Background: an optimization exercise with open tools, aiming at small area. Do not read the settings as production practice. RTL that was checked went through simulation tests only; none was proved equivalent to the original. The RTL of runs 1 to 3 was laid out without a check of its function. No activity file was given, so power comes from the tool's default toggle rates.

### flow/config.mk
export PLATFORM = sky130hd
export DESIGN_NAME = imem_loader
export DESIGN_NICKNAME = imem_loader
export VERILOG_FILES = /design/flow/design.v
export SDC_FILE = /design/flow/constraint.sdc
export NUM_CORES = 4
export LEC_CHECK = 0
export CAP_MARGIN = 20
export CORE_MARGIN = 2
export CORE_UTILIZATION = 55
export PLACE_DENSITY = 0.65
export SLEW_MARGIN = 20
export SYNTH_HIERARCHICAL = 1
### flow/constraint.sdc
create_clock -name core_clock -period 12.0 [get_ports {clk}]
set_input_delay 2.4000 -clock core_clock [delete_from_list [all_inputs] [get_ports {clk}]]
set_output_delay 2.4000 -clock core_clock [all_outputs]
set_load 0.01 [all_outputs]
### flow/design.v
package imem_loader_pkg;
  localparam int unsigned BYTE_W         = 8;    
  localparam int unsigned WORD_W         = 32;   
  localparam int unsigned BYTE_IDX_W     = 2;    
  typedef enum logic [2:0] {
    HDR0,
    HDR1,
    PAYLOAD,
    CSUM,
    DONE,
    ERR
  } load_state_e;
endpackage
module imem_array
#(
  parameter int unsigned ADDR_W     = 6,
  parameter logic [31:0] RESET_WORD = 32'h0000_0000
) (
  input  logic              clk,
  input  logic              rst,
  input  logic              wr,
  input  logic [1:0]        wlane,
  input  logic [ADDR_W:0]   wcnt,
  input  logic [7:0]        wbyte,
  input  logic [ADDR_W-1:0] raddr,
  output logic [imem_loader_pkg::WORD_W-1:0] rdata_c
);
  localparam int unsigned RB = ADDR_W - 3;   
  localparam int unsigned R  = 1 << RB;      
  localparam int unsigned L  = 8;            
  logic [7:0] ring_q [4][R][L];
  logic [7:0] stg_q  [4][2];
  logic       pend_q [4][2];
  logic [2:0] cnt_q;
  logic [ADDR_W:0] cnt_m1, cnt_m2;
  logic            ins_c [4][R];
  assign cnt_m1 = wcnt - 1'b1;
  assign cnt_m2 = wcnt - 2'd2;
  always_comb begin
    for (int j = 0; j < 4; j++) begin
      logic [ADDR_W:0] w1, w0, a;
      w1 = (2'(j) < wlane) ? wcnt : cnt_m1;
      w0 = (2'(j) < wlane) ? cnt_m1 : cnt_m2;
      for (int r = 0; r < int'(R); r++) begin
        a = (w1[0] == 1'(r)) ? w1 : w0;
        ins_c[j][r] = pend_q[j][r % 2] && (a[RB-1:0] == RB'(r)) &&
                      (a[ADDR_W-1:RB] == cnt_q + 3'd1);
      end
    end
  end
  always_ff @(posedge clk) begin
    for (int j = 0; j < 4; j++) begin
      for (int r = 0; r < int'(R); r++) begin
        ring_q[j][r][0] <= ins_c[j][r] ? stg_q[j][r % 2] : ring_q[j][r][L-1];
        for (int k = 1; k < int'(L); k++) begin
          ring_q[j][r][k] <= ring_q[j][r][k-1];
        end
      end
    end
  end
  always_ff @(posedge clk) begin
    if (wr) begin
      stg_q[wlane][wcnt[0]] <= wbyte;
    end
  end
  always_ff @(posedge clk or posedge rst) begin
    if (rst) begin
      cnt_q <= '0;
      for (int j = 0; j < 4; j++) begin
        pend_q[j][0] <= 1'b0;
        pend_q[j][1] <= 1'b0;
      end
    end else begin
      cnt_q <= cnt_q + 3'd1;
      for (int j = 0; j < 4; j++) begin
        for (int p = 0; p < 2; p++) begin
          logic clr;
          clr = 1'b0;
          for (int r = p; r < int'(R); r += 2) clr = clr | ins_c[j][r];
          if (wr && wlane == 2'(j) && wcnt[0] == 1'(p)) pend_q[j][p] <= 1'b1;
          else if (clr)                                   pend_q[j][p] <= 1'b0;
        end
      end
    end
  end
  localparam int unsigned NPOS = R * L;        
  localparam int unsigned NGRP = NPOS / 3;     
  logic [R-1:0]    rsel_c;
  logic [L-1:0]    psel_c;
  logic [NPOS-1:0] sel_c;
  logic            valid_c, e0_c, e1_c;
  logic [2:0]      pos_c;
  logic [7:0]      rbyte_c [4][NPOS];
  logic [7:0]      grp_n_c [4][NGRP];
  assign valid_c = {1'b0, raddr} < wcnt;
  assign e0_c    = ({1'b0, raddr} == cnt_m1);
  assign e1_c    = ({1'b0, raddr} == cnt_m2);
  assign pos_c   = cnt_q - raddr[ADDR_W-1:RB];
  always_comb begin
    for (int r = 0; r < int'(R); r++) rsel_c[r] = (raddr[RB-1:0] == RB'(r));
    for (int k = 0; k < int'(L); k++) psel_c[k] = (pos_c == 3'(k));
    for (int r = 0; r < int'(R); r++) begin
      for (int k = 0; k < int'(L); k++) begin
        sel_c[r*L+k] = valid_c && rsel_c[r] && psel_c[k];
        for (int j = 0; j < 4; j++) rbyte_c[j][r*L+k] = ring_q[j][r][k];
      end
    end
  end
  for (genvar j = 0; j < 4; j++) begin : g_lane
    for (genvar g = 0; g < int'(NGRP); g++) begin : g_grp
      for (genvar b = 0; b < 8; b++) begin : g_bit
        imem_sel3 u_sel3 (
          .s0  (sel_c[3*g]),     .d0 (rbyte_c[j][3*g][b]),
          .s1  (sel_c[3*g+1]),   .d1 (rbyte_c[j][3*g+1][b]),
          .s2  (sel_c[3*g+2]),   .d2 (rbyte_c[j][3*g+2][b]),
          .y_n (grp_n_c[j][g][b])
        );
      end
    end
  end
  always_comb begin
    for (int j = 0; j < 4; j++) begin
      logic       hit;
      logic [7:0] acc;
      hit = pend_q[j][raddr[0]] && (e0_c || (e1_c && !(2'(j) < wlane)));
      acc = 8'h00;
      for (int g = 0; g < int'(NGRP); g++) acc = acc | ~grp_n_c[j][g];
      for (int i = 3 * int'(NGRP); i < int'(NPOS); i++) acc = acc | ({8{sel_c[i]}} & rbyte_c[j][i]);
      if (!valid_c)  rdata_c[31-8*j -: 8] = RESET_WORD[31-8*j -: 8];
      else if (hit)  rdata_c[31-8*j -: 8] = stg_q[j][raddr[0]];
      else           rdata_c[31-8*j -: 8] = acc;
    end
  end
endmodule
module imem_sel3 (
  input  logic s0,
  input  logic d0,
  input  logic s1,
  input  logic d1,
  input  logic s2,
  input  logic d2,
  output logic y_n
);
  assign y_n = ~((s0 & d0) | (s1 & d1) | (s2 & d2));
endmodule
module imem_loader
#(
  parameter int unsigned ADDR_W     = 6,
  parameter logic [31:0] RESET_WORD = 32'h0000_0000
) (
  input  logic              clk,
  input  logic              rst,
  input  logic              in_valid,
  input  logic [imem_loader_pkg::BYTE_W-1:0] in_data,
  output logic              in_ready,
  input  logic [31:0]       pc,
  output logic [imem_loader_pkg::WORD_W-1:0] instruction,
  output logic              cpu_rst,
  output logic              load_done,
  output logic              load_error,
  output logic [ADDR_W:0]   words_loaded
);
  localparam int unsigned CNT_W = ADDR_W + 1;
  localparam int unsigned DEPTH = 1 << ADDR_W;
  imem_loader_pkg::load_state_e state_q;
  imem_loader_pkg::load_state_e state_d;
  logic                    hi_nz_q, hi_nz_d;    
  logic [ADDR_W-1:0]       last_q, last_d;      
  logic [imem_loader_pkg::BYTE_IDX_W-1:0]   byte_idx_q, byte_idx_d;
  logic [imem_loader_pkg::BYTE_W-1:0]       csum_q, csum_d;
  logic [CNT_W-1:0]        words_q, words_d;
  logic                    ready_q, done_q, err_q, cpu_rst_q;
  logic                    xfer_c;
  logic                    wr_c;
  logic                    pc_unused;
  assign xfer_c    = in_valid && ready_q;
  assign pc_unused = ^{pc[31:ADDR_W+2], pc[1:0]};
  always_ff @(posedge clk or posedge rst) begin
    if (rst) begin
      state_q    <= imem_loader_pkg::HDR0;
      hi_nz_q    <= 1'b0;
      last_q     <= '0;
      byte_idx_q <= '0;
      csum_q     <= '0;
      words_q    <= '0;
      ready_q    <= 1'b0;
      done_q     <= 1'b0;
      err_q      <= 1'b0;
      cpu_rst_q  <= 1'b1;
    end else begin
      state_q    <= state_d;
      hi_nz_q    <= hi_nz_d;
      last_q     <= last_d;
      byte_idx_q <= byte_idx_d;
      csum_q     <= csum_d;
      words_q    <= words_d;
      ready_q    <= (state_d == imem_loader_pkg::HDR0) || (state_d == imem_loader_pkg::HDR1) ||
                    (state_d == imem_loader_pkg::PAYLOAD) || (state_d == imem_loader_pkg::CSUM);
      done_q     <= (state_d == imem_loader_pkg::DONE);
      err_q      <= (state_d == imem_loader_pkg::ERR);
      cpu_rst_q  <= (state_q != imem_loader_pkg::DONE);
    end
  end
  always_comb begin
    state_d    = state_q;
    hi_nz_d    = hi_nz_q;
    last_d     = last_q;
    byte_idx_d = byte_idx_q;
    csum_d     = csum_q;
    words_d    = words_q;
    wr_c       = 1'b0;
    case (state_q)
      imem_loader_pkg::HDR0: begin
        if (xfer_c) begin
          hi_nz_d = (in_data != '0);
          state_d = imem_loader_pkg::HDR1;
        end
      end
      imem_loader_pkg::HDR1: begin
        if (xfer_c) begin
          last_d = ADDR_W'(in_data - 8'd1);
          if (hi_nz_q || (32'(in_data) > DEPTH)) begin
            state_d = imem_loader_pkg::ERR;
          end else if (in_data == '0) begin
            state_d = imem_loader_pkg::CSUM;
          end else begin
            state_d = imem_loader_pkg::PAYLOAD;
          end
        end
      end
      imem_loader_pkg::PAYLOAD: begin
        if (xfer_c) begin
          wr_c       = 1'b1;
          csum_d     = csum_q ^ in_data;
          byte_idx_d = byte_idx_q + 2'd1;
          if (byte_idx_q == 2'd3) begin
            words_d = words_q + CNT_W'(1);
            if (words_q[ADDR_W-1:0] == last_q) begin
              state_d = imem_loader_pkg::CSUM;
            end
          end
        end
      end
      imem_loader_pkg::CSUM: begin
        if (xfer_c) begin
          state_d = (in_data == csum_q) ? imem_loader_pkg::DONE : imem_loader_pkg::ERR;
        end
      end
      imem_loader_pkg::DONE: state_d = imem_loader_pkg::DONE;
      imem_loader_pkg::ERR:  state_d = imem_loader_pkg::ERR;
      default: state_d = imem_loader_pkg::ERR;
    endcase
  end
  imem_array #(
    .ADDR_W     (ADDR_W),
    .RESET_WORD (RESET_WORD)
  ) u_imem_array (
    .clk     (clk),
    .rst     (rst),
    .wr      (wr_c),
    .wlane   (byte_idx_q),
    .wcnt    (words_q),
    .wbyte   (in_data),
    .raddr   (pc[ADDR_W+1:2]),
    .rdata_c (instruction)
  );
  assign in_ready     = ready_q;
  assign cpu_rst      = cpu_rst_q;
  assign load_done    = done_q;
  assign load_error   = err_q;
  assign words_loaded = words_q;
endmodule
### flow/run.sh
#!/bin/bash
# synth_recipe.tcl (not shown) runs the flow's synth.tcl, then flattens the netlist and writes it again
# the make line also repeats each setting of config.mk as NAME=value (left out here)
make -C /OpenROAD-flow-scripts/flow DESIGN_CONFIG=/design/flow/config.mk WORK_HOME=/design/flow/orfs CLKGATE_MAP_FILE= SYNTH_SCRIPT=/design/flow/synth_recipe.tcl finish
==> flow_metrics.py, run 1 <==
metrics = {
    "status": {
        "status": "no timing/DRC/antenna violations",
    },
    "drt": {
        "via_per_inst": 6.69,
        "drt-initial-drc-count": 7717,
        "wl_per_cell_um": 32.2,
        "num_vias": 39411,
        "route.final.wire_length_mm": 190,
        "drc": 0,
        "drt_pass1_iterations": 10,
        "ant_nets": 0,
    },
    "yosys": {
        "yosysMostFrequentCell": "dfxtp_1",
        "synth.largest_area_cell": "dfxtp_1",
        "synth_common_cells": "dfxtp_1 (2048), a222oi_1 (672), mux2_2 (246)",
        "synth_top_area_share": 0.689,
        "ys_ff_latch": 2154,
        "seq_area_frac_synth": 0.739,
        "synth.cell_area_um2": 59500,
        "yosys_most_used_dff": "dfxtp_1",
        "synth_area_per_cell_um2": 14.9,
        "syn_inst": 3991,
        "synth_edf_count": 64,
        "syn-num-nets": 4055,
        "netlist_top_cells_area": "dfxtp_1 (69%), a222oi_1 (11%), mux2_2 (4.7%)",
        "async_flop_share": 0.0195,
        "synth_cell_types": 98,
        "yosys_warnings": 17,
    },
    "sta": {
        "slew_headroom": 0.169,
        "fmax_ghz": 0.0888,
        "max_slew.worst_pin.slew_ns": 1.24,
        "period_needed_ns": 11.26,
        "hold_viol_final": 0,
        "setup-tns-final_ns": 0,
        "clock_skew_ns": 0.0260,
        "maxSlewViolCount": 0,
        "finalCritPeriodShare": 0.938,
        "setup_viol": 0,
        "rsz0062_at_grt": "no",
    },
    "power": {
        "cellPowerDensity_nw_per_um2": 195,
        "internal-power_w": 0.0108,
        "switching_share": 0.205,
        "p_clk_frac": 0.459,
        "p_leak_nw": 26.2,
        "power_frac_comb": 0.011,
        "switchingPower_w": 0.00279,
        "p_seq_frac": 0.531,
        "peakVddDrop_mv": 0.158,
    },
    "floorplanning": {
        "rows": 120,
        "core_um2": 107000,
        "ios": 86,
        "start_util": 0.555,
        "fp.dieArea_um2": 111000,
        "die_x_um": 333,
        "dieHeight_um": 333,
    },
    "global_routing": {
        "grt_start_max_net_pins": 40,
        "antenna_found_initial": 6,
        "grt_usage": 0.332,
        "grt_pass1_vias": 38129,
        "overflow": 0,
        "grt_pass1_wl_mm": 267,
    },
    "cts": {
        "path_clk_slew_ns": 0.07,
        "cts.sinks": 2154,
        "post-cts-setup-buffers": 0,
        "cts_max_level": 4,
        "cts_made_buffers": 192,
        "clk_latency_ns": 0.80,
        "cts-root-buf": "clkbuf_16",
        "clock_path_buffers": 3,
        "cts_tree": "yes",
        "cts_resized": 0,
        "cts_hold_buf": 0,
    },
    "critical_path": {
        "cp-start-kind": "input port",
        "critPathMaxStageDelay_ns": 1.04,
        "critPathKind": "input port to output port",
        "cp_max_fo": 30,
        "critPathSlowestCell": "nor2_4",
        "path_cells": "clkdlybuf4s50_1, inv_2, ha_1, nor2b_1, o2111ai_1, a21oi_1, or2_2, or4_1, nor2_4, buf_4, a222oi_1, nand4_1, nor4_1, buf_4, nand2_1, a21oi_1, a221oi_1, clkdlybuf4s50_1",
        "critical_path.top_delay_family": "simple AND/OR/NAND/NOR gates",
        "crit_buf_inv": 5,
        "endpoint_kind": "output port",
        "cp_data_required_time_ns": 9.60,
        "arrival_ns": 8.86,
    },
    "cells_and_area": {
        "final_nets": 4389,
        "final_util": 0.651,
        "syn_to_final_growth_pct": 17.3,
        "fill_cells": 7899,
        "layout-drive-gt1-share": 0.183,
        "multi_input_area_um2": 15600,
        "seq_area_um2": 44000,
    },
    "worst_hold_path": {
        "hold_class": "flip-flop to flip-flop",
    },
    "place": {
        "io_buffers": 59,
        "place.gp.congestion": 0.904,
        "dpl.hpwl_mm": 119,
    },
    "job": {
        "cap_violations": 0,
    },
}
[power by group through the flow]
stage          Sequential, W  Clock, W  Combinational (W)
3_3_place_gp         0.00738         0           0.000139
4_1_cts              0.00722   0.00628           0.000142
5_1_grt              0.00722   0.00657           0.000152
3_5_place_dp         0.00738         0           0.000141
6_report             0.00722   0.00624           0.000144
2_1_floorplan        0.00738         0          0.0000577
[metrics by stage]
stage	area, um2	cells	worst slack [ns]	total power (W)	hold WS, ns
6_report	69800	5887	0.745	0.0136	0.334
5_1_grt	69800	5886	0.727	0.0139	0.341
4_1_cts	69800	5886	0.982	0.0136	0.333
3_5_place_dp	63300	5534	1.01	0.00752	0.335
3_3_place_gp	63200	5531	1.08	0.00752	0.331
2_1_floorplan	59500	3991	3.12	0.00744	0.330
[state kept, by name (all words and copies together), names as in the netlist, 2 cells and up]
signal / cells
last_q: 6
words_q: 7
u_imem_array.ring_q: 2048
state_q: 3
u_imem_array.cnt_q: 3
u_imem_array.stg_q: 64
u_imem_array.pend_q: 8
csum_q: 8
byte_idx_q: 2
[per-module statistics from Yosys (local to each module, per instance), excerpt]
module,times used,cells inside
imem_sel3,672,1
imem_loader,1,145
[kinds of logic after synthesis]
kind of cell,synth area share
flops,0.739
compound gates,0.136
simple gates,0.0532
mux,0.0503
buf+inv,0.00558
xor+xnor,0.0105
fa+ha+maj,0.00471
[layer usage]
metal	track usage	wire length (um)
met1	0.458	78000
met2	0.503	83100
met3	0.0838	21500
met4	0.130	6890
met5	0.00738	116
[worst register-to-register path: stages (launching register included)]
cell,delay [ns]
dfrtp_1,0.32
buf_4,0.40
clkinv_1,0.54
ha_1,0.58
xor2_1,0.46
nor2_1,0.10
a21oi_1,0.73
nand3_1,0.19
nor2_2,0.89
mux2_2,0.43
[worst paths after layout]
kind | start | end | slack [ns] | cells after the start
min in group asynchronous | rst | csum_q[5] | 2.31 | 3
hold reg to reg | u_imem_array.ring_q[78][1] | u_imem_array.ring_q[79][1] | 0.33 | 0
setup / recovery | pc[2] | instruction[31] | 0.74 | 18
hold / removal | u_imem_array.ring_q[78][1] | u_imem_array.ring_q[79][1] | 0.33 | 0
setup reg to reg | words_q[0] | u_imem_array.ring_q[168][5] | 7.25 | 9
max in group asynchronous | rst | u_imem_array.pend_q[3] | 9.22 | 2
[final cells by class]
cell class              count  area share
well taps                1403      0.0252
flip-flops and latches   2154       0.630
multi-input cells        1761       0.224
inverters                  21     0.00113
repair buffers            195      0.0259
clock buffers             282      0.0815
clock inverters            70      0.0117
diodes                      1   0.0000359
[placed cells by master (no fill, tap or decap), types with 13 or more instances in the layout]
cell,count
nand3_1,43
a221oi_1,22
clkbuf_8,39
clkinv_2,29
inv_1,19
ha_1,20
nor2_1,41
o21ai_0,21
nand4_1,134
edfxtp_1,64
nand2_1,76
and4_1,24
clkbuf_1,44
clkdlybuf4s50_1,59
bufinv_16,13
xor2_1,28
and2_1,13
dfrtp_1,41
xnor2_1,33
buf_4,121
a21oi_1,44
nor4_1,40
dfxtp_1,2048
mux2_2,246
nor2_4,56
o22ai_1,33
clkbuf_16,199
a222oi_1,672
==> inputs of run 2 (changes only) <==
--- a/flow/config.mk
+++ b/flow/config.mk
@@ -9,4 +9,7 @@
 export CORE_MARGIN = 2
 export CORE_UTILIZATION = 55
+export CTS_BUF_LIST = sky130_fd_sc_hd__clkbuf_8
+export CTS_CLUSTER_DIAMETER = 50
+export CTS_CLUSTER_SIZE = 20
 export PLACE_DENSITY = 0.65
 export SLEW_MARGIN = 20
==> flow_metrics.py, run 2 <==
metrics = {
    "cts": {
        "cts_max_level": 4,
        "path_clk_slew_ns": 0.11,
        "cts.sinks": 2154,
        "post-cts-setup-buffers": 0,
        "clock_path_buffers": 3,
        "cts_hold_buf": 0,
        "cts-root-buf": "clkbuf_8",
        "clk_latency_ns": 0.91,
        "cts_made_buffers": 148,
        "cts_resized": 0,
        "cts_tree": "yes",
    },
    "sta": {
        "setup_viol": 0,
        "clock_skew_ns": 0.0438,
        "setup-tns-final_ns": 0,
        "slew_headroom": 0.176,
        "hold_viol_final": 0,
        "max_slew.worst_pin.slew_ns": 1.23,
        "maxSlewViolCount": 0,
        "rsz0062_at_grt": "no",
        "whs_ns": 0.312,
        "period_needed_ns": 11.22,
        "fmax_ghz": 0.0891,
        "finalCritPeriodShare": 0.935,
    },
    "critical_path": {
        "critical_path.top_delay_family": "simple AND/OR/NAND/NOR gates",
        "arrival_ns": 8.82,
        "crit_buf_inv": 5,
        "cp_data_required_time_ns": 9.60,
        "endpoint_kind": "output port",
        "critPathSlowestCell": "nor2_4",
        "critPathMaxStageDelay_ns": 1.01,
        "cp_max_fo": 30,
        "cp-start-kind": "input port",
        "path_cells": "clkdlybuf4s50_1, inv_2, ha_1, nor2b_1, o2111ai_1, a21oi_1, or2_2, or4_1, nor2_4, buf_4, a222oi_1, nand4_1, nor4_1, buf_4, nand2_1, a21oi_1, a221oi_1, clkdlybuf4s50_1",
        "critPathKind": "input port to output port",
    },
    "drt": {
        "via_per_inst": 6.69,
        "drt-initial-drc-count": 7651,
        "wl_per_cell_um": 32.1,
        "ant_nets": 0,
        "route.final.wire_length_mm": 186,
        "drc": 0,
        "dr.max_layer_used": "met5",
        "wl_met3_mm": 21.1,
        "num_vias": 38750,
        "wirelength_met1_mm": 76.9,
        "drt_pass1_iterations": 10,
        "dr_wl_met2_mm": 80.5,
    },
    "yosys": {
        "synth_cell_types": 98,
        "synth_edf_count": 64,
        "synth_common_cells": "dfxtp_1 (2048), a222oi_1 (672), mux2_2 (246)",
        "async_flop_share": 0.0195,
        "netlist_top_cells_area": "dfxtp_1 (69%), a222oi_1 (11%), mux2_2 (4.7%)",
        "syn_inst": 3991,
        "synth.cell_area_um2": 59500,
        "yosysMostFrequentCell": "dfxtp_1",
        "yosys_warnings": 17,
        "synth_area_per_cell_um2": 14.9,
        "syn-num-nets": 4055,
        "yosys_most_used_dff": "dfxtp_1",
        "seq_area_frac_synth": 0.739,
        "ys_ff_latch": 2154,
        "synth_top_area_share": 0.689,
        "synth.largest_area_cell": "dfxtp_1",
    },
    "global_routing": {
        "grt_usage": 0.327,
        "grt_pass1_wl_mm": 261,
        "grt_pass1_vias": 37117,
        "antenna_found_initial": 11,
        "grt_start_max_net_pins": 40,
        "overflow": 0,
    },
    "worst_hold_path": {
        "hold_class": "flip-flop to flip-flop",
    },
    "place": {
        "dp.cells": 5534,
        "dpl.hpwl_mm": 119,
        "place.gp.congestion": 0.904,
        "io_buffers": 59,
    },
    "cells_and_area": {
        "layout-drive-gt1-share": 0.172,
        "final_nets": 4346,
        "mostFrequentLayoutCell": "dfxtp_1",
        "final_cell_mix": "dfxtp_1 (2048), a222oi_1 (672), mux2_2 (246)",
        "regMostFlops": "u_imem_array.ring_q",
        "syn_to_final_growth_pct": 11.7,
        "largest_reg_flops": 2048,
        "instances_no_fill": 5791,
    },
    "power": {
        "cellPowerDensity_nw_per_um2": 169,
        "peakVddDrop_mv": 0.110,
        "power.total_w": 0.0112,
        "p_leak_nw": 24.7,
    },
    "floorplanning": {
        "dieHeight_um": 333,
        "fp.dieArea_um2": 111000,
        "ios": 86,
        "core_um2": 107000,
        "rows": 120,
        "die_x_um": 333,
        "start_util": 0.555,
    },
    "job": {
        "cap_violations": 0,
    },
    "status": {
        "status": "no timing/DRC/antenna violations",
    },
}
[run 2: cell counts after synthesis]
No cell type changed its count.
[run 2: power by group]
part	internal [W]	total (W)	leakage (nW)	switching (W)
logic	0.0000458	0.000144	5.44	0.0000985
clock network	0.00150	0.00388	1.65	0.00238
registers	0.00720	0.00722	17.6	0.0000169
total	0.00875	0.0112	24.7	0.00250
[run 2: metal layers]
metal / up-vias / GRT usage
li1: 16679 / -
met3: 388 / 0.0807
met2: 2246 / 0.491
met1: 19433 / 0.457
met5: - / 0
met4: 4 / 0.123
[run 2: layout make-up]
class / instances / area (um2)
clock inverter: 91 / 893
antenna: 1 / 2.50
fill: 8274 / 40800
tap: 1403 / 1760
multi-input combinational: 1761 / 15600
sequential: 2154 / 44000
timing repair buffer: 196 / 1840
clock buffer: 164 / 2260
inverter: 21 / 78.8
[run 2: worst register-to-register path: stages, from the launching register on]
cell,delay [ns]
dfrtp_1,0.34
buf_4,0.40
clkinv_1,0.52
ha_1,0.57
xor2_1,0.47
nor2_1,0.10
a21oi_1,0.71
nand3_1,0.19
nor2_2,0.87
mux2_2,0.43
[run 2: cell families (layout without fill, tap and decap cells)]
kind of cell,Yosys count,count (layout),share of synthesized area
buffers and inverters,76,472,0.00558
and+or+nand+nor,542,542,0.0532
xor gates and xnor gates,65,65,0.0105
DFF,2154,2154,0.739
AOI/OAI and AO/OA,869,869,0.136
other,0,1,0
muxes,263,263,0.0503
adders and majority gates,22,22,0.00471
[run 2: worst paths after layout]
path	cells after the start	slack, ns	endpoint	start
setup / recovery	18	0.78	instruction[31]	pc[2]
hold / removal	0	0.31	u_imem_array.ring_q[108][2]	u_imem_array.ring_q[107][2]
setup reg to reg	9	7.29	u_imem_array.ring_q[168][5]	words_q[0]
hold reg to reg	0	0.31	u_imem_array.ring_q[108][2]	u_imem_array.ring_q[107][2]
max in group asynchronous	2	9.32	u_imem_array.pend_q[2]	rst
min in group asynchronous	3	2.18	byte_idx_q[0]	rst
[run 2: metrics by stage]
stage          setup WS, ns  instance area [um2]  utilization
6_report              0.779                66400        0.620
5_1_grt               0.657                66400        0.620
4_1_cts               0.992                66400        0.619
3_5_place_dp           1.01                63300        0.590
3_3_place_gp           1.08                63200        0.589
2_1_floorplan          3.12                59500            -
[run 2: per-module statistics from Yosys (local to each module, per instance), excerpt]
module / area, um2 / flops+latches / copies in the design
imem_loader: 1520 / 31 / 1
imem_sel3: 10.0 / 0 / 672
==> inputs of run 3 (changes only) <==
--- a/flow/design.v
+++ b/flow/design.v
@@ -33,4 +33,5 @@
   logic       pend_q [4][2];
   logic [2:0] cnt_q;
+  logic       clr_q;       
   logic [ADDR_W:0] cnt_m1, cnt_m2;
   logic            ins_c [4][R];
@@ -49,8 +50,20 @@
     end
   end
+  logic [7:0] ring_in_c [4][R];
+  for (genvar j = 0; j < 4; j++) begin : g_ins_lane
+    for (genvar r = 0; r < int'(R); r++) begin : g_ins_ring
+      for (genvar b = 0; b < 8; b++) begin : g_ins_bit
+        imem_ao22 u_ao22 (
+          .a1 (ins_c[j][r]), .a2 (stg_q[j][r % 2][b]),
+          .b1 (!clr_q),      .b2 (ring_q[j][r][L-1][b]),
+          .y  (ring_in_c[j][r][b])
+        );
+      end
+    end
+  end
   always_ff @(posedge clk) begin
     for (int j = 0; j < 4; j++) begin
       for (int r = 0; r < int'(R); r++) begin
-        ring_q[j][r][0] <= ins_c[j][r] ? stg_q[j][r % 2] : ring_q[j][r][L-1];
+        ring_q[j][r][0] <= ring_in_c[j][r];
         for (int k = 1; k < int'(L); k++) begin
           ring_q[j][r][k] <= ring_q[j][r][k-1];
@@ -67,4 +80,5 @@
     if (rst) begin
       cnt_q <= '0;
+      clr_q <= 1'b1;
       for (int j = 0; j < 4; j++) begin
         pend_q[j][0] <= 1'b0;
@@ -73,4 +87,5 @@
     end else begin
       cnt_q <= cnt_q + 3'd1;
+      if (cnt_q == 3'd7) clr_q <= 1'b0;
       for (int j = 0; j < 4; j++) begin
         for (int p = 0; p < 2; p++) begin
@@ -143,4 +158,13 @@
 );
   assign y_n = ~((s0 & d0) | (s1 & d1) | (s2 & d2));
+endmodule
+module imem_ao22 (
+  input  logic a1,
+  input  logic a2,
+  input  logic b1,
+  input  logic b2,
+  output logic y
+);
+  assign y = (a1 & a2) | (b1 & b2);
 endmodule
 module imem_loader
==> flow/flow/run.sh (new file) <==
#!/bin/bash
# Standard layout with two changes: the clock tree uses clkbuf_8 sink buffers
# in larger clusters and no dummy loads, and the port buffers are buf_1.
set -euo pipefail
export CTS_ARGS="-sink_clustering_enable -repair_clock_nets -dont_use_dummy_load -buf_list sky130_fd_sc_hd__clkbuf_8 -sink_clustering_size 20 -sink_clustering_max_diameter 50"
export BUFFER_PORTS_ARGS="-buffer_cell sky130_fd_sc_hd__buf_1"
bash standard.sh > standard_make.log 2>&1
==> flow/standard.sh (new file) <==
#!/bin/bash
# synth_recipe.tcl (not shown) runs the flow's synth.tcl, then flattens the netlist and writes it again
# the make line also repeats each setting of config.mk as NAME=value (left out here)
make -C /OpenROAD-flow-scripts/flow DESIGN_CONFIG=/design/flow/config.mk WORK_HOME=/design/flow/orfs CLKGATE_MAP_FILE= SYNTH_SCRIPT=/design/flow/synth_recipe.tcl "${@:-finish}"
--- a/flow/config.mk
+++ b/flow/config.mk
@@ -9,7 +9,4 @@
 export CORE_MARGIN = 2
 export CORE_UTILIZATION = 55
-export CTS_BUF_LIST = sky130_fd_sc_hd__clkbuf_8
-export CTS_CLUSTER_DIAMETER = 50
-export CTS_CLUSTER_SIZE = 20
 export PLACE_DENSITY = 0.65
 export SLEW_MARGIN = 20
removed: flow/run.sh
==> flow_metrics.py, run 3 <==
metrics = {
    "power": {
        "p_leak_nw": 23.1,
        "cellPowerDensity_nw_per_um2": 166,
        "power.total_w": 0.0106,
        "peakVddDrop_mv": 0.113,
    },
    "yosys": {
        "yosys.area_share.simple": 0.0497,
        "seq_area_frac_synth": 0.754,
        "syn_inst": 3961,
        "synth.cell_area_um2": 58400,
        "synth_common_cells": "dfxtp_1 (2048), a222oi_1 (672), a22o_1 (256)",
        "synth_compound_area_frac": 0.176,
        "yosys_warnings": 18,
        "syn-num-nets": 4025,
        "async_flop_share": 0.0200,
        "synth.largest_area_cell": "dfxtp_1",
        "ys_ff_latch": 2155,
        "synth_area_per_cell_um2": 14.7,
        "synth_xor_area_frac": 0.0101,
        "synth_edf_count": 64,
        "synth_fa_ha_area_frac": 0.00463,
        "yosysMostFrequentCell": "dfxtp_1",
        "synth_top_family_by_area": "compound AO/OA/AOI/OAI gates",
        "synth_cell_types": 79,
        "yosys_most_used_dff": "dfxtp_1",
        "netlist_top_cells_area": "dfxtp_1 (70%), a222oi_1 (12%), a22o_1 (3.8%)",
        "synthMuxAreaShare": 0.00135,
        "synth_top_area_share": 0.702,
    },
    "cts": {
        "cts_tree": "yes",
        "path_clk_slew_ns": 0.11,
        "cts-root-buf": "clkbuf_8",
        "cts_hold_buf": 0,
        "clk_latency_ns": 0.90,
        "cts_made_buffers": 145,
        "post-cts-setup-buffers": 0,
        "cts_max_level": 4,
        "clock_path_buffers": 3,
        "cts.sinks": 2155,
        "cts_resized": 0,
    },
    "drt": {
        "drt-initial-drc-count": 8208,
        "drc": 0,
        "via_per_inst": 7.02,
        "dr.max_layer_used": "met5",
        "dr_wl_met2_mm": 86.2,
        "wl_met3_mm": 23.1,
        "num_vias": 39492,
        "wl_per_cell_um": 34.7,
        "drt_pass1_iterations": 10,
        "route.final.wire_length_mm": 196,
        "ant_nets": 0,
        "wirelength_met1_mm": 76.6,
    },
    "floorplanning": {
        "rows": 119,
        "fp.dieArea_um2": 109000,
        "die_x_um": 330,
        "dieHeight_um": 330,
        "ios": 86,
        "start_util": 0.555,
        "core_um2": 105000,
    },
    "place": {
        "place.gp.congestion": 0.953,
        "io_buffers": 59,
        "dpl.hpwl_mm": 116,
    },
    "sta": {
        "hold_viol_final": 0,
        "setup_viol": 0,
        "setup-tns-final_ns": 0,
        "slew_headroom": 0.136,
        "maxSlewViolCount": 0,
        "finalCritPeriodShare": 0.887,
        "rsz0062_at_grt": "no",
        "clock_skew_ns": 0.0959,
        "period_needed_ns": 10.64,
        "fmax_ghz": 0.0940,
        "max_slew.worst_pin.slew_ns": 1.29,
    },
    "cells_and_area": {
        "mostFrequentLayoutCell": "dfxtp_1",
        "largest_reg_flops": 2048,
        "fill_cells": 8237,
        "final_nets": 4297,
        "layout-drive-gt1-share": 0.0879,
        "final_cell_mix": "dfxtp_1 (2048), a222oi_1 (672), a22o_1 (256)",
        "syn_to_final_growth_pct": 8.80,
        "regMostFlops": "u_imem_array.ring_q",
    },
    "global_routing": {
        "antenna_found_initial": 11,
        "grt_pass1_vias": 37407,
        "grt_pass1_wl_mm": 272,
        "overflow": 0,
        "grt_start_max_net_pins": 104,
        "grt_usage": 0.352,
    },
    "critical_path": {
        "reg2regPathDepth": 11,
        "cp_data_required_time_ns": 9.60,
        "cp_max_fo": 21,
        "critPathSlowestCell": "nor4_1",
        "critPathMaxStageDelay_ns": 0.86,
        "path_cells": "buf_1, clkinv_1, ha_1, nor2b_1, o21a_1, o21ai_0, a221oi_4, buf_4, nor2_1, nand3_1, nor2_4, buf_4, a222oi_1, nand4_1, nor4_1, nand2_1, o31a_1, buf_1",
        "endpoint_kind": "output port",
        "startpoint": "pc[2]",
        "r2r-start": "words_q[0]",
        "arrival_ns": 8.24,
        "cp-start-kind": "input port",
        "critPathKind": "input port to output port",
    },
    "status": {
        "status": "no timing/DRC/antenna violations",
    },
    "worst_hold_path": {
        "min_from": "u_imem_array.ring_q[126][1]",
        "min_path_cells": 0,
        "hold_class": "flip-flop to flip-flop",
    },
    "job": {
        "cap_violations": 0,
    },
}
-- run 3: cell types whose count changed after synthesis, sizes merged, moves of 10 or more --
cell    delta
mux2     -256
a211oi    +10
a22o     +256
a21oi     -14
clkbuf    -14
nand2     +18
nor2      +21
-- run 3: cell type report --
cell class / count / area, um2 / share of cell area
Tap cell: 1391 / 1740 / 0.0274
Multi-Input combinational cell: 1742 / 14700 / 0.231
Sequential cell: 2155 / 44000 / 0.693
Antenna cell: 5 / 12.5 / 0.000197
Inverter: 27 / 109 / 0.00171
Timing Repair Buffer: 162 / 1010 / 0.0160
Clock buffer: 145 / 2000 / 0.0314
-- run 3: worst max-delay path, delay by kind of cell --
kind / cells / cell delay, ns
buffers and inverters: 5 / 1.82
AO/OA/AOI/OAI: 5 / 1.25
adder cells (fa/ha/maj): 1 / 0.34
AND/OR/NAND/NOR: 7 / 2.37
-- run 3: metrics by stage --
| stage | cell area (um2) | cells | utilization | hold slack [ns] | setup slack [ns] |
|---|---|---|---|---|---|
| 3_3_place_gp | 61500 | 5476 | 0.584 | 0.331 | 1.74 |
| 2_1_floorplan | 58400 | 3961 | - | 0.330 | 3.54 |
| 5_1_grt | 63500 | 5623 | 0.603 | 0.276 | 1.30 |
| 3_5_place_dp | 61500 | 5476 | 0.584 | 0.335 | 1.68 |
| 6_report | 63500 | 5627 | 0.603 | 0.270 | 1.36 |
| 4_1_cts | 63500 | 5621 | 0.603 | 0.275 | 1.65 |
-- run 3: path summary, 6_finish.rpt --
| check | to | slack, ns |
|---|---|---|
| worst max-delay path | instruction[31] | 1.36 |
| worst min-delay path | u_imem_array.ring_q[127][1] | 0.27 |
| worst max register to register | u_imem_array.ring_q[40][4] | 7.49 |
| worst min register to register | u_imem_array.ring_q[127][1] | 0.27 |
| max in group asynchronous | u_imem_array.cnt_q[2] | 9.80 |
| min in group asynchronous | u_imem_array.pend_q[3] | 1.74 |
-- run 3: Yosys stat by module, one instance, submodules excluded, a selection --
module | flip-flops and latches | cells inside | area [um2] | copies in the design
imem_loader | 31 | 144 | 1520 | 1
imem_sel3 | 0 | 1 | 10.0 | 672
imem_ao22 | 0 | 1 | 8.76 | 256
-- run 3: cells by family (layout without fill, tap and decap cells) --
group | after synthesis | after routing
buffers and inverters | 64 | 334
xor gates and xnor gates | 64 | 64
and+or+nand+nor | 544 | 544
muxes | 7 | 7
DFF | 2155 | 2155
adders and majority gates | 21 | 21
AOI/OAI and AO/OA | 1106 | 1106
other | 0 | 5
-- run 3: where the power goes --
group | switching (W) | internal (W) | total, W | leakage, nW
Sequential | 0.0000186 | 0.00720 | 0.00722 | 17.7
Clock | 0.00211 | 0.00109 | 0.00320 | 1.04
Combinational | 0.000108 | 0.0000352 | 0.000143 | 4.43
-- run 3: routing by layer --
layer	GRT usage	up-vias
met5	0.00609	-
li1	-	16590
met3	0.0881	492
met4	0.164	12
met1	0.474	19804
met2	0.538	2594
==> inputs of run 4 (changes only) <==
--- a/flow/design.v
+++ b/flow/design.v
@@ -33,5 +33,4 @@
   logic       pend_q [4][2];
   logic [2:0] cnt_q;
-  logic       clr_q;       
   logic [ADDR_W:0] cnt_m1, cnt_m2;
   logic            ins_c [4][R];
@@ -50,20 +49,8 @@
     end
   end
-  logic [7:0] ring_in_c [4][R];
-  for (genvar j = 0; j < 4; j++) begin : g_ins_lane
-    for (genvar r = 0; r < int'(R); r++) begin : g_ins_ring
-      for (genvar b = 0; b < 8; b++) begin : g_ins_bit
-        imem_ao22 u_ao22 (
-          .a1 (ins_c[j][r]), .a2 (stg_q[j][r % 2][b]),
-          .b1 (!clr_q),      .b2 (ring_q[j][r][L-1][b]),
-          .y  (ring_in_c[j][r][b])
-        );
-      end
-    end
-  end
   always_ff @(posedge clk) begin
     for (int j = 0; j < 4; j++) begin
       for (int r = 0; r < int'(R); r++) begin
-        ring_q[j][r][0] <= ring_in_c[j][r];
+        ring_q[j][r][0] <= ins_c[j][r] ? stg_q[j][r % 2] : ring_q[j][r][L-1];
         for (int k = 1; k < int'(L); k++) begin
           ring_q[j][r][k] <= ring_q[j][r][k-1];
@@ -80,5 +67,4 @@
     if (rst) begin
       cnt_q <= '0;
-      clr_q <= 1'b1;
       for (int j = 0; j < 4; j++) begin
         pend_q[j][0] <= 1'b0;
@@ -87,5 +73,4 @@
     end else begin
       cnt_q <= cnt_q + 3'd1;
-      if (cnt_q == 3'd7) clr_q <= 1'b0;
       for (int j = 0; j < 4; j++) begin
         for (int p = 0; p < 2; p++) begin
@@ -99,72 +84,22 @@
     end
   end
-  localparam int unsigned NPOS = R * L;        
-  localparam int unsigned NGRP = NPOS / 3;     
-  logic [R-1:0]    rsel_c;
-  logic [L-1:0]    psel_c;
-  logic [NPOS-1:0] sel_c;
-  logic            valid_c, e0_c, e1_c;
-  logic [2:0]      pos_c;
-  logic [7:0]      rbyte_c [4][NPOS];
-  logic [7:0]      grp_n_c [4][NGRP];
-  assign valid_c = {1'b0, raddr} < wcnt;
-  assign e0_c    = ({1'b0, raddr} == cnt_m1);
-  assign e1_c    = ({1'b0, raddr} == cnt_m2);
-  assign pos_c   = cnt_q - raddr[ADDR_W-1:RB];
   always_comb begin
-    for (int r = 0; r < int'(R); r++) rsel_c[r] = (raddr[RB-1:0] == RB'(r));
-    for (int k = 0; k < int'(L); k++) psel_c[k] = (pos_c == 3'(k));
-    for (int r = 0; r < int'(R); r++) begin
-      for (int k = 0; k < int'(L); k++) begin
-        sel_c[r*L+k] = valid_c && rsel_c[r] && psel_c[k];
-        for (int j = 0; j < 4; j++) rbyte_c[j][r*L+k] = ring_q[j][r][k];
-      end
-    end
-  end
-  for (genvar j = 0; j < 4; j++) begin : g_lane
-    for (genvar g = 0; g < int'(NGRP); g++) begin : g_grp
-      for (genvar b = 0; b < 8; b++) begin : g_bit
-        imem_sel3 u_sel3 (
-          .s0  (sel_c[3*g]),     .d0 (rbyte_c[j][3*g][b]),
-          .s1  (sel_c[3*g+1]),   .d1 (rbyte_c[j][3*g+1][b]),
-          .s2  (sel_c[3*g+2]),   .d2 (rbyte_c[j][3*g+2][b]),
-          .y_n (grp_n_c[j][g][b])
-        );
-      end
-    end
-  end
-  always_comb begin
+    logic            valid;
+    logic            e0, e1;
+    logic [2:0]      pos;
+    logic [ADDR_W:0] ra;
+    ra    = {1'b0, raddr};
+    valid = ra < wcnt;
+    e0    = (ra == cnt_m1);
+    e1    = (ra == cnt_m2);
+    pos   = cnt_q - raddr[ADDR_W-1:RB];
     for (int j = 0; j < 4; j++) begin
-      logic       hit;
-      logic [7:0] acc;
-      hit = pend_q[j][raddr[0]] && (e0_c || (e1_c && !(2'(j) < wlane)));
-      acc = 8'h00;
-      for (int g = 0; g < int'(NGRP); g++) acc = acc | ~grp_n_c[j][g];
-      for (int i = 3 * int'(NGRP); i < int'(NPOS); i++) acc = acc | ({8{sel_c[i]}} & rbyte_c[j][i]);
-      if (!valid_c)  rdata_c[31-8*j -: 8] = RESET_WORD[31-8*j -: 8];
-      else if (hit)  rdata_c[31-8*j -: 8] = stg_q[j][raddr[0]];
-      else           rdata_c[31-8*j -: 8] = acc;
-    end
-  end
-endmodule
-module imem_sel3 (
-  input  logic s0,
-  input  logic d0,
-  input  logic s1,
-  input  logic d1,
-  input  logic s2,
-  input  logic d2,
-  output logic y_n
-);
-  assign y_n = ~((s0 & d0) | (s1 & d1) | (s2 & d2));
-endmodule
-module imem_ao22 (
-  input  logic a1,
-  input  logic a2,
-  input  logic b1,
-  input  logic b2,
-  output logic y
-);
-  assign y = (a1 & a2) | (b1 & b2);
+      logic hit;
+      hit = pend_q[j][raddr[0]] && (e0 || (e1 && !(2'(j) < wlane)));
+      if (!valid)   rdata_c[31-8*j -: 8] = RESET_WORD[31-8*j -: 8];
+      else if (hit) rdata_c[31-8*j -: 8] = stg_q[j][raddr[0]];
+      else          rdata_c[31-8*j -: 8] = ring_q[j][raddr[RB-1:0]][pos];
+    end
+  end
 endmodule
 module imem_loader
==> flow/run.sh (new file) <==
#!/bin/bash
# synth_recipe.tcl (not shown) runs the flow's synth.tcl, then flattens the netlist and writes it again
# the make line also repeats each setting of config.mk as NAME=value (left out here)
make -C /OpenROAD-flow-scripts/flow DESIGN_CONFIG=/design/flow/config.mk WORK_HOME=/design/flow/orfs CLKGATE_MAP_FILE= SYNTH_SCRIPT=/design/flow/synth_recipe.tcl finish
--- a/flow/config.mk
+++ b/flow/config.mk
@@ -8,6 +8,5 @@
 export CAP_MARGIN = 20
 export CORE_MARGIN = 2
-export CORE_UTILIZATION = 55
-export PLACE_DENSITY = 0.65
+export CORE_UTILIZATION = 30
+export PLACE_DENSITY = 0.4
 export SLEW_MARGIN = 20
-export SYNTH_HIERARCHICAL = 1
removed: flow/flow/run.sh
removed: flow/standard.sh
==> flow_metrics.py, run 4 <==
metrics = {
    "cts": {
        "cts-root-buf": "clkbuf_16",
        "clk_latency_ns": 0.90,
        "cts.sinks": 2154,
        "clock_path_buffers": 3,
        "cts_hold_buf": 0,
        "cts_made_buffers": 221,
        "path_clk_slew_ns": 0.06,
        "cts_tree": "yes",
        "cts_resized": 0,
        "post-cts-setup-buffers": 0,
        "cts_max_level": 4,
    },
    "critical_path": {
        "cp_max_fo": 15,
        "endpoint_kind": "output port",
        "arrival_ns": 8.29,
        "cp-start-kind": "input port",
        "cp_data_required_time_ns": 9.60,
        "critPathKind": "input port to output port",
    },
    "yosys": {
        "syn-num-nets": 5250,
        "synth_top_area_share": 0.625,
        "netlist_top_cells_area": "dfxtp_1 (62%), mux2_2 (5.4%), a22oi_1 (4.9%)",
        "seq_area_frac_synth": 0.670,
        "yosys_warnings": 5,
        "synth_area_per_cell_um2": 12.7,
        "synth.cell_area_um2": 65600,
        "yosysMostFrequentCell": "dfxtp_1",
        "async_flop_share": 0.0195,
        "syn_inst": 5182,
        "synth.largest_area_cell": "dfxtp_1",
        "yosys_most_used_dff": "dfxtp_1",
        "synth_cell_types": 104,
        "synth_common_cells": "dfxtp_1 (2048), a22oi_1 (425), mux2_2 (317)",
        "synth_edf_count": 64,
        "ys_ff_latch": 2154,
    },
    "global_routing": {
        "grt_pass1_wl_mm": 416,
        "grt_start_max_net_pins": 73,
        "grt_pass1_vias": 47100,
        "overflow": 0,
        "grt_usage": 0.272,
        "antenna_found_initial": 31,
    },
    "sta": {
        "max_slew.worst_pin.slew_ns": 1.24,
        "fmax_ghz": 0.0936,
        "whs_ns": 0.298,
        "setup-tns-final_ns": 0,
        "slew_headroom": 0.174,
        "fin_ws_ns": 1.31,
        "rsz0062_at_grt": "no",
        "clock_skew_ns": 0.0687,
        "period_needed_ns": 10.69,
        "hold_viol_final": 0,
        "finalCritPeriodShare": 0.891,
        "setup_viol": 0,
        "maxSlewViolCount": 0,
    },
    "drt": {
        "ant_nets": 0,
        "wl_per_cell_um": 37.0,
        "drc": 0,
        "num_vias": 47605,
        "via_per_inst": 5.66,
        "drt-initial-drc-count": 5411,
        "route.final.wire_length_mm": 311,
        "drt_pass1_iterations": 6,
    },
    "place": {
        "place.gp.congestion": 0.853,
        "dp_slack_ns": 1.40,
        "dpl.hpwl_mm": 195,
        "io_buffers": 59,
    },
    "cells_and_area": {
        "mostFrequentLayoutCell": "dfxtp_1",
        "final_cell_mix": "dfxtp_1 (2048), a22oi_1 (425), mux2_2 (317)",
        "regMostFlops": "u_imem_array.ring_q",
        "layout-drive-gt1-share": 0.189,
        "final_nets": 5428,
        "largest_reg_flops": 2048,
        "syn_to_final_growth_pct": 19.2,
    },
    "floorplanning": {
        "die_x_um": 472,
        "dieHeight_um": 472,
        "start_util": 0.302,
        "rows": 171,
        "ios": 86,
        "fp.dieArea_um2": 222000,
        "core_um2": 217000,
    },
    "power": {
        "peakVddDrop_mv": 0.160,
        "power.total_w": 0.0149,
        "p_leak_nw": 28.8,
        "cellPowerDensity_nw_per_um2": 191,
    },
    "job": {
        "cap_violations": 0,
    },
    "status": {
        "status": "no timing/DRC/antenna violations",
    },
    "worst_hold_path": {
        "hold_class": "flip-flop to flip-flop",
    },
}
run 4: layout make-up:
type	count	area (um2)
Multi-Input combinational cell	2670	20500
Tap cell	2854	3570
Clock inverter	88	1010
Sequential cell	2154	44000
Clock buffer	320	6450
Fill cell	21232	139000
Inverter	29	118
Timing Repair Buffer	284	2540
Antenna cell	13	32.5
run 4: worst max-delay path, cell delays in order:
cell and delay, ns:
clkdlybuf4s50_1 0.59, ha_2 0.20, inv_1 0.05, fa_2 0.88
nand3_1 0.78, buf_4 0.49, nor3_2 0.57, buf_4 0.54
a22oi_1 0.18, nand4_1 0.17, a2111oi_0 0.08, a31oi_1 0.50
buf_4 0.23, clkdlybuf4s50_1 0.53
run 4: per-stage QoR:
step / cells / utilization / cell area (um2)
3_5_place_dp: 7991 / 0.325 / 70700
5_1_grt: 8400 / 0.360 / 78200
4_1_cts: 8399 / 0.360 / 78200
6_report: 8412 / 0.360 / 78200
2_1_floorplan: 5182 / - / 65600
3_3_place_gp: 7989 / 0.325 / 70700
run 4: final timing paths:
| check | from | end | depth (start not counted) | slack (ns) |
|---|---|---|---|---|
| setup / recovery | pc[5] | instruction[14] | 14 | 1.31 |
| hold / removal | u_imem_array.ring_q[251][6] | u_imem_array.ring_q[252][6] | 0 | 0.30 |
| setup reg to reg | byte_idx_q[1] | u_imem_array.ring_q[0][4] | 9 | 7.24 |
| hold reg to reg | u_imem_array.ring_q[251][6] | u_imem_array.ring_q[252][6] | 0 | 0.30 |
| max in group asynchronous | rst | words_q[0] | 2 | 9.42 |
| min in group asynchronous | rst | byte_idx_q[0] | 2 | 2.01 |
run 4: metal layers:
metal  up-vias  share of wire  track usage
met3       555          0.073       0.0514
met4         8          0.041        0.105
li1      19938              -            -
met2      2392           0.44        0.421
met1     24712           0.44        0.373
met5         -        0.00018            0
run 4: kinds of logic after synthesis:
logic type / count (synthesis) / share of synthesized area
adders and majority gates: 25 / 0.00488
xor gates and xnor gates: 65 / 0.00959
buffers and inverters: 358 / 0.0246
muxes: 397 / 0.0672
and+or+nand+nor: 812 / 0.0681
AOI/OAI and AO/OA: 1371 / 0.155
DFF: 2154 / 0.670
run 4: power by group:
group	internal, W	leakage [nW]	switching, W
sequential	0.00720	17.6	0.0000135
combinational	0.000149	7.45	0.000479
clock	0.00404	3.68	0.00302
total	0.0114	28.8	0.00351

-- re-timing with driven ports --
How much do the figures lean on ideal ports? The routed layouts below were timed once more, with nothing changed but the port constraints.
Step 1 sets driving cells, clkbuf_16 on the clock port and buf_2 on the other inputs (assumed; they add their load-dependent delay and slew).
Step 2 moves the port delays by t, midway between the first and last clock arrival at a register: inputs arrive t later, outputs are due t later. That takes back most of the time a late clock gives input paths.
Three values: no drivers, after step 1, after step 2; two values: the first two.
| run | t, ns | setup WS [ns] | pins driven straight from the clock port |
|---|---|---|---|
| run 1 | 0.861 | 0.745 / 0.718 / 0.718 | 1 |
| run 2 | 0.954 | 0.779 / 0.750 / 0.750 | 1 |
| run 3 | 0.905 | 1.360 / 1.209 / 1.209 | 1 |
| run 4 | 0.955 | 1.313 / 1.290 / 1.290 | 1 |
After both steps setup and hold are still met in every run listed. The setup slack of run 3, which loses most, moves by -0.151 ns with the drivers and by -0.151 ns with both steps.
